Background: an optimization exercise with open tools, aiming at a short achievable clock period. Do not read the settings as production practice.
In this exercise RTL edits were held to simulation tests only and were not proved equivalent to the original.
No activity file was given, so power comes from the tool's default toggle rates.

Design instr_mem_ctrl, start of the top module:
module instr_mem_ctrl #(
  parameter int DATA_WIDTH = 32,
  parameter int ADDR_WIDTH = 32,
  parameter int DEPTH      = 64
) (
  input  logic                   clk,
  input  logic                   reset,
  input  logic                   load_start,
  input  logic                   load_valid,
  output logic                   load_ready,
  input  logic [DATA_WIDTH-1:0]  load_data,
  input  logic                   load_last,
  output logic [$clog2(DEPTH):0] load_count,
  input  logic                   fetch_valid,
  input  logic [ADDR_WIDTH-1:0]  fetch_addr,
  output logic                   fetch_ready,
  output logic                   instr_valid,
  output logic [DATA_WIDTH-1:0]  instr_out,
  output logic                   instr_fault,
  output logic                   busy
);
For scale: about 4500 cells after synthesis, about 110 I/O pins, roughly 78000 µm² of cells after synthesis.
clock: 4.0 ns
lec_check: 0
cap_margin: 20
core_margin: 2
core_utilization: 35
place_density: 0.45
setup_slack_margin: 2.2
slew_margin: 20
standard.sh (not shown) runs the stock make flow with config.mk's settings and CLKGATE_MAP_FILE= SYNTH_SCRIPT=/design/flow/synth_recipe.tcl, a recipe that flattens the netlist after the stock synthesis.
==> flow/flow/run.sh <==
#!/bin/bash
set -euo pipefail
DU=$(make -s -C "$FLOW_HOME" DESIGN_CONFIG="$PWD/config.mk" WORK_HOME="$PWD/orfs" print-DONT_USE_CELLS \
     | sed -n 's/^DONT_USE_CELLS: //p')
[[ -n "$DU" ]] || { echo "could not read DONT_USE_CELLS" >&2; exit 1; }
bash standard.sh "DONT_USE_CELLS=$DU sky130_fd_sc_hd__a222oi_1" \
  "PRE_DETAIL_PLACE_TCL=$PWD/flow/pull_out.tcl" finish > flow_make.log 2>&1
==> flow/flow/pull_out.tcl <==
# PRE_DETAIL_PLACE hook: put the register behind each output port (and an inverter between
# them, if any) beside the port's buffer, so the clock-to-output path has no long wire.
# Detailed placement then legalises them.
proc pull_out_driver {net} {
  foreach it [$net getITerms] {
    if {[$it isOutputSignal]} { return [$it getInst] }
  }
  return ""
}
proc pull_out_input_net {inst} {
  foreach it [$inst getITerms] {
    if {[$it isInputSignal] && [$it getNet] ne "NULL"} {
      set n [$it getNet]
      if {[$n getSigType] eq "SIGNAL"} { return $n }
    }
  }
  return ""
}
set pull_out_moved 0
foreach bterm [[ord::get_db_block] getBTerms] {
  if {[$bterm getIoType] ne "OUTPUT"} continue
  set net [$bterm getNet]
  if {$net eq "NULL"} continue
  set buf [pull_out_driver $net]
  if {$buf eq ""} continue
  set loc [$buf getLocation]
  set cur $buf
  # Walk back through at most two single-input cells to the register.
  for {set hop 0} {$hop < 3} {incr hop} {
    set in [pull_out_input_net $cur]
    if {$in eq ""} break
    set drv [pull_out_driver $in]
    if {$drv eq ""} break
    set master [[$drv getMaster] getName]
    set is_reg [string match "*__df*" $master]
    # Pull a register whatever else it feeds (its own hold mux); pull a gate only if it feeds
    # just this path.
    set nload 0
    foreach it [$in getITerms] { if {[$it isInputSignal]} { incr nload } }
    if {!$is_reg && $nload != 1} break
    $drv setLocation [lindex $loc 0] [lindex $loc 1]
    incr pull_out_moved
    if {$is_reg} break
    set cur $drv
  }
}
puts "pull_out: moved $pull_out_moved cells next to output buffers"
Next try:
==> flow/run.sh (new file) <==
#!/bin/bash
# synth_recipe.tcl (not shown) runs the flow's synth.tcl, then flattens the netlist and writes it again
# the make line also repeats each setting of config.mk as NAME=value (left out here)
make -C /OpenROAD-flow-scripts/flow DESIGN_CONFIG=/design/flow/config.mk WORK_HOME=/design/flow/orfs CLKGATE_MAP_FILE= SYNTH_SCRIPT=/design/flow/synth_recipe.tcl finish
removed: flow/flow/run.sh
removed: flow/flow/pull_out.tcl
removed: flow/standard.sh
=>
- cell area climbs by 2.7%
- final cell count climbs by 1.5%
- hold slack gets better by 0.059 ns
Next try:
Settings changed: CTS_CLUSTER_DIAMETER from default to 80, CTS_CLUSTER_SIZE from default to 30.
Area after synthesis is unchanged.
Clock power came out lower by 31%.
Final area went down by 5.2%.
Synthesized cell count does not change.
Setup slack loses 0.13 ns.
Count of clock-buffer cells in the layout decreases by 174.
Sequential share of layout area increases by 3.0 points.

Starting RTL as in the previous note.
clock: 4.0 ns
lec_check: 0
cap_margin: 20
core_margin: 2
core_utilization: 35
place_density: 0.45
setup_slack_margin: 2.2
slew_margin: 20
==> flow/flow/run.sh <==
#!/bin/bash
set -euo pipefail
DU=$(make -s -C "$FLOW_HOME" DESIGN_CONFIG="$PWD/config.mk" WORK_HOME="$PWD/orfs" print-DONT_USE_CELLS \
     | sed -n 's/^DONT_USE_CELLS: //p')
[[ -n "$DU" ]] || { echo "could not read DONT_USE_CELLS" >&2; exit 1; }
EXTRA=""
for c in a222oi_1 nor4_1 nor4_2 nor4_4 nor4b_1 nor4b_2 nor4b_4 nor4bb_1 nor4bb_2 nor4bb_4 \
         or4_1 or4_2 or4_4 or4b_1 or4b_2 or4b_4 or4bb_1 or4bb_2 or4bb_4 \
         a2111oi_0 a2111oi_1 a2111oi_2 a2111oi_4; do
  EXTRA="$EXTRA sky130_fd_sc_hd__$c"
done
bash standard.sh "DONT_USE_CELLS=$DU $EXTRA" \
  "PRE_DETAIL_PLACE_TCL=$PWD/flow/pull_out.tcl" finish > flow_make.log 2>&1
==> flow/flow/pull_out.tcl <==
# PRE_DETAIL_PLACE hook: put the register behind each output port (and an inverter between
# them, if any) beside the port's buffer, so the clock-to-output path has no long wire.
# Detailed placement then legalises them.
proc pull_out_driver {net} {
  foreach it [$net getITerms] {
    if {[$it isOutputSignal]} { return [$it getInst] }
  }
  return ""
}
proc pull_out_input_net {inst} {
  foreach it [$inst getITerms] {
    if {[$it isInputSignal] && [$it getNet] ne "NULL"} {
      set n [$it getNet]
      if {[$n getSigType] eq "SIGNAL"} { return $n }
    }
  }
  return ""
}
set pull_out_moved 0
foreach bterm [[ord::get_db_block] getBTerms] {
  if {[$bterm getIoType] ne "OUTPUT"} continue
  set net [$bterm getNet]
  if {$net eq "NULL"} continue
  set buf [pull_out_driver $net]
  if {$buf eq ""} continue
  set loc [$buf getLocation]
  set cur $buf
  # Walk back through at most two single-input cells to the register.
  for {set hop 0} {$hop < 3} {incr hop} {
    set in [pull_out_input_net $cur]
    if {$in eq ""} break
    set drv [pull_out_driver $in]
    if {$drv eq ""} break
    set master [[$drv getMaster] getName]
    set is_reg [string match "*__df*" $master]
    # Pull a register whatever else it feeds (its own hold mux); pull a gate only if it feeds
    # just this path.
    set nload 0
    foreach it [$in getITerms] { if {[$it isInputSignal]} { incr nload } }
    if {!$is_reg && $nload != 1} break
    $drv setLocation [lindex $loc 0] [lindex $loc 1]
    incr pull_out_moved
    if {$is_reg} break
    set cur $drv
  }
}
puts "pull_out: moved $pull_out_moved cells next to output buffers"
The first run produced a clean layout.
==> next run, changes <==
==> flow/flow/run.sh (replaced) <==
#!/bin/bash
set -euo pipefail
DU=$(make -s -C "$FLOW_HOME" DESIGN_CONFIG="$PWD/config.mk" WORK_HOME="$PWD/orfs" print-DONT_USE_CELLS \
     | sed -n 's/^DONT_USE_CELLS: //p')
[[ -n "$DU" ]] || { echo "could not read DONT_USE_CELLS" >&2; exit 1; }
bash standard.sh "DONT_USE_CELLS=$DU sky130_fd_sc_hd__a222oi_1" finish > flow_make.log 2>&1
removed: flow/flow/pull_out.tcl
=> Design area falls by about 0.9%; total power is lower by 0.65%; area after synthesis goes down by 1.4%; routed wire length came out lower by about 3.5%; hold slack got worse by 0.40 ns.

run B:
instr_mem_ctrl again, from the RTL that the note above started with.
==> flow/design.v (excerpt) <==
module instr_mem_ctrl #(
  parameter int DATA_WIDTH = 32,
  parameter int ADDR_WIDTH = 32,
  parameter int DEPTH      = 64
) (
  input  logic                   clk,
  input  logic                   reset,
  input  logic                   load_start,
  input  logic                   load_valid,
  output logic                   load_ready,
  input  logic [DATA_WIDTH-1:0]  load_data,
  input  logic                   load_last,
  output logic [$clog2(DEPTH):0] load_count,
  input  logic                   fetch_valid,
  input  logic [ADDR_WIDTH-1:0]  fetch_addr,
  output logic                   fetch_ready,
  output logic                   instr_valid,
  output logic [DATA_WIDTH-1:0]  instr_out,
  output logic                   instr_fault,
  output logic                   busy
);
==> flow/config.mk <==
export PLATFORM = sky130hd
export DESIGN_NAME = instr_mem_ctrl
export DESIGN_NICKNAME = instr_mem_ctrl
export VERILOG_FILES = /design/flow/design.v
export SDC_FILE = /design/flow/constraint.sdc
export NUM_CORES = 4
export LEC_CHECK = 0
export CAP_MARGIN = 20
export CORE_MARGIN = 2
export CORE_UTILIZATION = 35
export PLACE_DENSITY = 0.45
export SETUP_SLACK_MARGIN = 2.2
export SLEW_MARGIN = 20
export TNS_END_PERCENT = 10
==> flow/constraint.sdc <==
create_clock -name core_clock -period 4.0 [get_ports {clk}]
set_input_delay 0.8000 -clock core_clock [delete_from_list [all_inputs] [get_ports {clk}]]
set_output_delay 0.8000 -clock core_clock [all_outputs]
set_load 0.01 [all_outputs]
==> flow/flow/run.sh <==
#!/bin/bash
set -euo pipefail
DU=$(make -s -C "$FLOW_HOME" DESIGN_CONFIG="$PWD/config.mk" WORK_HOME="$PWD/orfs" print-DONT_USE_CELLS \
     | sed -n 's/^DONT_USE_CELLS: //p')
[[ -n "$DU" ]] || { echo "could not read DONT_USE_CELLS" >&2; exit 1; }
bash standard.sh "DONT_USE_CELLS=$DU sky130_fd_sc_hd__a222oi_1" finish > flow_make.log 2>&1
Here is what was changed in the inputs of run E compared with run B.
- changing SETUP_SLACK_MARGIN from 2.2 to 1.9
- removing TNS_END_PERCENT (formerly 10)
## What came out
Run E went all the way through the flow, and no timing, DRC or antenna check failed.
Run B vs run E, end of the critical path: instr_out[1]$_SDFF_PP0_ vs instr_out[16]$_SDFF_PP0_
On relative contribution of the clock network to total power: between run E and run B, it ends up higher for run B.
STATUS final cell area excluding filler cells: run E loses against run B
On internal power summed over all cells, the higher figure sits with run B, not run E.
Reported for run E and run B, share of the synthesized netlist area taken by xor and xnor gates turned out identical to the last digit.
Fraction of standard cell area in multi-input logic came out lower on run E than on run B.
Clock buffer count for run E: 15 up relative to run B
Relative to run B, run E degrades routed wire length.

re-timing with driven ports:
No port has a modelled driver above. Below, the same layouts with a new extraction and two added sets of constraints. Step 1 assumes that a clkbuf_16 drives the clock port and a buf_2 every other input. Step 2 adds t to the input delays and takes it off the output delays; t is the mean of the earliest and latest rising clock arrival at the registers after step 1. Input paths then give back, and output paths get back, about the clock's delay inside the block. Slacks: ideal ports / drivers / drivers and shift; pairs: ideal ports / drivers.
run | t, ns | setup slack, ns | hold WS [ns]
the first run of note 1 | 0.972 | 1.491 / 1.509 / 0.536 | 0.008 / -0.061 / 0.525
the second run of note 1 | 0.995 | 1.432 / 1.488 / 0.493 | 0.068 / -0.011 / 0.481
the third run of note 1 | 0.932 | 1.298 / 1.349 / 0.417 | 0.108 / 0.034 / 0.530
the first run of note 2 | 0.977 | 1.082 / 1.120 / 0.143 | 0.429 / 0.358 / 0.509
the second run of note 2 | 0.963 | 1.622 / 1.627 / 0.664 | 0.025 / -0.042 / 0.530
run B | 0.965 | 1.722 / 1.660 / 0.804 | 0.429 / 0.351 / 0.523
run E | 0.976 | 1.604 / 1.638 / 0.674 | 0.501 / 0.430 / 0.517
After both steps every run listed still meets setup and hold. For the second run of note 2, which loses most, drivers alone change the setup slack by +0.005 ns; drivers and shift together by -0.958 ns.
